This is an optimization exercise on Yosys and OpenROAD, whose aim is small area, not a production implementation.
In this exercise RTL edits were held to simulation tests only and were not proved equivalent to the original.
Power and IR drop assume default switching activity.

==> flow/design.v (excerpt) <==
module ofm_maxpool_rx #(
    parameter int unsigned DW = ofm_maxpool_rx_pkg::OFM_DW,
    parameter int unsigned N  = ofm_maxpool_rx_pkg::OFM_N
) (
    input  logic          clk,
    input  logic          rst,
    input  logic          in_valid,
    input  logic [DW-1:0] In_OFM,
    output logic          busy,
    output logic          overrun,
    output logic          out_valid,
    output logic [DW-1:0] Out_Pool
);
export LEC_CHECK = 0
export ABC_AREA = 1
export CAP_MARGIN = 5
export CORE_MARGIN = 2
export CORE_UTILIZATION = 60
export CTS_BUF_LIST = sky130_fd_sc_hd__clkbuf_8
export CTS_CLUSTER_DIAMETER = 80
export CTS_CLUSTER_SIZE = 16
export SLEW_MARGIN = 5
create_clock -name core_clock -period 10.0 [get_ports {clk}]
standard.sh (not shown) runs the stock make flow with config.mk's settings and CLKGATE_MAP_FILE= SYNTH_SCRIPT=/design/flow/synth_recipe.tcl, a recipe that flattens the netlist after the stock synthesis.
==> flow/flow/run.sh <==
#!/bin/bash
# Own layout flow: the standard ORFS flow (standard.sh) with two changes.
#  - Synthesis is the standard flow's own script (synth_recipe.tcl), but the final ABC
#    technology mapping uses an area-oriented script (flow/area.abc) in
#    place of ORFS's abc_area.script. Registers are untouched (ABC maps
#    only the combinational logic).
#  - Port buffers are the smallest buffer cell (buf_1).
# Each tool's full output is in standard.log (make, yosys, openroad).
set -euo pipefail
W=$(pwd)
export FLOW_ABC_SCRIPT="$W/flow/area.abc"
export FLOW_SYNTH_TCL="$W/synth_recipe.tcl"
CTS_ARGS="-sink_clustering_enable -repair_clock_nets -sink_clustering_size 18 -sink_clustering_max_diameter 80 -buf_list sky130_fd_sc_hd__clkbuf_8 -dont_use_dummy_load"
bash standard.sh "SYNTH_SCRIPT=$W/flow/synth.tcl" "CTS_ARGS=$CTS_ARGS" \
    "BUFFER_PORTS_ARGS=-buffer_cell sky130_fd_sc_hd__buf_1" finish > standard.log 2>&1
==> flow/flow/area.abc <==
&get -n
&st
&syn2
&dch -f
&nf -R 1000
&put
topo
==> flow/flow/synth.tcl <==
# synth_recipe.tcl with one change: the abc call that maps the logic to
# cells runs flow/area.abc instead of the script ORFS passes with -script.
proc abc {args} {
  set i [lsearch -exact $args -script]
  if { $i >= 0 } { lset args [expr { $i + 1 }] $::env(FLOW_ABC_SCRIPT) }
  puts "abc wrapper: [join $args { }]"
  yosys abc {*}$args
}
source $::env(FLOW_SYNTH_TCL)
Next try:
--- a/flow/flow/run.sh
+++ b/flow/flow/run.sh
@@ -12,3 +12,3 @@
 export FLOW_SYNTH_TCL="$W/synth_recipe.tcl"
-CTS_ARGS="-sink_clustering_enable -repair_clock_nets -sink_clustering_size 18 -sink_clustering_max_diameter 80 -buf_list sky130_fd_sc_hd__clkbuf_8 -dont_use_dummy_load"
+CTS_ARGS="-sink_clustering_enable -repair_clock_nets -sink_clustering_size 30 -sink_clustering_max_diameter 60 -buf_list sky130_fd_sc_hd__clkbuf_16 -dont_use_dummy_load"
 bash standard.sh "SYNTH_SCRIPT=$W/flow/synth.tcl" "CTS_ARGS=$CTS_ARGS" \
Settings changed: CAP_MARGIN 5 to 20, SLEW_MARGIN 5 to 20.
Register-to-register slack improves by 0.11 ns.
Hold slack degrades by 0.013 ns.
Maximum frequency goes up slightly.
Wire length goes down slightly.
Worst setup slack improves by 0.055 ns.
Power goes up by a little under a tenth.
Via count hardly moves.
Die area is unchanged.

---

Starting RTL as in the previous note.
==> flow/config.mk <==
export PLATFORM = sky130hd
export DESIGN_NAME = ofm_maxpool_rx
export DESIGN_NICKNAME = ofm_maxpool_rx
export VERILOG_FILES = /design/flow/design.v
export SDC_FILE = /design/flow/constraint.sdc
export NUM_CORES = 4
export LEC_CHECK = 0
export ABC_AREA = 1
export CAP_MARGIN = 20
export CORE_MARGIN = 2
export CORE_UTILIZATION = 60
export CTS_BUF_LIST = sky130_fd_sc_hd__clkbuf_8
export CTS_CLUSTER_DIAMETER = 80
export CTS_CLUSTER_SIZE = 16
export SLEW_MARGIN = 20
==> flow/constraint.sdc <==
create_clock -name core_clock -period 10.0 [get_ports {clk}]
set_input_delay 2.0000 -clock core_clock [delete_from_list [all_inputs] [get_ports {clk}]]
set_output_delay 2.0000 -clock core_clock [all_outputs]
set_load 0.01 [all_outputs]
==> flow/flow/run.sh <==
#!/bin/bash
# Own layout flow: the standard ORFS flow (standard.sh) with two changes.
#  - Synthesis is the standard flow's own script (synth_recipe.tcl), but the final ABC
#    technology mapping uses an area-oriented script (flow/area.abc) in
#    place of ORFS's abc_area.script. Registers are untouched (ABC maps
#    only the combinational logic).
#  - Port buffers are the smallest buffer cell (buf_1).
# Each tool's full output is in standard.log (make, yosys, openroad).
set -euo pipefail
W=$(pwd)
export FLOW_ABC_SCRIPT="$W/flow/area.abc"
export FLOW_SYNTH_TCL="$W/synth_recipe.tcl"
CTS_ARGS="-sink_clustering_enable -repair_clock_nets -sink_clustering_size 20 -sink_clustering_max_diameter 80 -buf_list sky130_fd_sc_hd__clkbuf_8 -dont_use_dummy_load"
bash standard.sh "SYNTH_SCRIPT=$W/flow/synth.tcl" "CTS_ARGS=$CTS_ARGS" \
    "BUFFER_PORTS_ARGS=-buffer_cell sky130_fd_sc_hd__buf_1" finish > standard.log 2>&1
Scripts as last shown in full above: flow/flow/area.abc, flow/flow/synth.tcl
The baseline finished with timing, DRC and antenna clean.
==> next run, changes <==
--- a/flow/flow/run.sh
+++ b/flow/flow/run.sh
@@ -11,5 +11,5 @@
 export FLOW_ABC_SCRIPT="$W/flow/area.abc"
 export FLOW_SYNTH_TCL="$W/synth_recipe.tcl"
-CTS_ARGS="-sink_clustering_enable -repair_clock_nets -sink_clustering_size 20 -sink_clustering_max_diameter 80 -buf_list sky130_fd_sc_hd__clkbuf_8 -dont_use_dummy_load"
+CTS_ARGS="-sink_clustering_enable -repair_clock_nets -sink_clustering_size 18 -sink_clustering_max_diameter 80 -buf_list sky130_fd_sc_hd__clkbuf_8 -dont_use_dummy_load"
 bash standard.sh "SYNTH_SCRIPT=$W/flow/synth.tcl" "CTS_ARGS=$CTS_ARGS" \
     "BUFFER_PORTS_ARGS=-buffer_cell sky130_fd_sc_hd__buf_1" finish > standard.log 2>&1
What happened: Wire length increases slightly. Final area stays flat. Flip-flop and latch count stays the same. Synthesized cell count is unchanged. Combinational power stays flat. Total power went up slightly. Hold slack hardly moves. Non-clock buffer count is unchanged. Clock skew goes down by 19 ps. Cell count hardly moves. Global-route usage barely changes.
==> next run, changes <==
==> flow/flow/area.abc (replaced) <==
strash
dch -f
map -D 5000
topo
stime -c
buffer -c
upsize -c -D 5000
dnsize -c -D 5000
Effect:
- total power falls by 0.30%
- area after synthesis rises by 2.6%
- non-clock buffer count falls by 5
- clock power stays flat
- first-iteration DRC count rises by 12%
- global-route usage rises by 0.44 points
- via count rises by 4.7%
==> next run, changes <==
--- a/flow/flow/run.sh
+++ b/flow/flow/run.sh
@@ -11,5 +11,5 @@
 export FLOW_ABC_SCRIPT="$W/flow/area.abc"
 export FLOW_SYNTH_TCL="$W/synth_recipe.tcl"
-CTS_ARGS="-sink_clustering_enable -repair_clock_nets -sink_clustering_size 18 -sink_clustering_max_diameter 80 -buf_list sky130_fd_sc_hd__clkbuf_8 -dont_use_dummy_load"
+CTS_ARGS="-sink_clustering_enable -repair_clock_nets -sink_clustering_size 10 -sink_clustering_max_diameter 40 -buf_list sky130_fd_sc_hd__clkbuf_4 -dont_use_dummy_load"
 bash standard.sh "SYNTH_SCRIPT=$W/flow/synth.tcl" "CTS_ARGS=$CTS_ARGS" \
     "BUFFER_PORTS_ARGS=-buffer_cell sky130_fd_sc_hd__buf_1" finish > standard.log 2>&1
==> flow/flow/area.abc (replaced) <==
&get -n
&st
&syn2
&dch -f
&nf -R 1000
&put
topo
Effect:
- synthesized area decreases by 2.5%
- die area is lower by 2.5%
- hold slack is worse by 20 ps
- non-clock buffer count climbs by 5
- wire length decreases by 3.5%
- global-route usage goes up by 0.15 points
- clock skew climbs by 7.5 ps

-- separate check: timing with driven ports --
No port has a modelled driver above. Below, the same layouts with a new extraction and two added sets of constraints.
Step 1 (the two cells are an assumption about what drives the block):
set clk [get_ports {clk}]
set_driving_cell -lib_cell sky130_fd_sc_hd__clkbuf_16 $clk
set_driving_cell -lib_cell sky130_fd_sc_hd__buf_2 [delete_from_list [all_inputs] $clk]
Step 2 times the ports against the registers' clock, not the clock port: input delays grow and output delays shrink by t, the midpoint of the rising clock arrivals with the driver on.
a / b / c = ideal / step 1 / step 2; a / b = the first two.
run | t (ns) | setup slack, ns | worst setup path after step 2 | worst data-port slew with drivers (ns)
the first run of note 1 | 0.589 | 2.560 / 2.587 / 1.998 | input to register | 0.06
the second run of note 1 | 0.566 | 2.615 / 2.647 / 2.081 | input to register | 0.06
the first run of note 2 | 0.578 | 2.613 / 2.640 / 2.062 | input to register | 0.06
the second run of note 2 | 0.589 | 2.636 / 2.663 / 2.074 | input to register | 0.06
the third run of note 2 | 0.605 | 2.185 / 2.189 / 1.584 | input to register | 0.05
the fourth run of note 2 | 0.732 | 2.838 / 2.865 / 2.133 | input to register | 0.06
After both steps setup and hold are still met in every run listed. For the fourth run of note 2, which loses most, drivers alone change the setup slack by +0.027 ns; drivers and shift together by -0.705 ns.
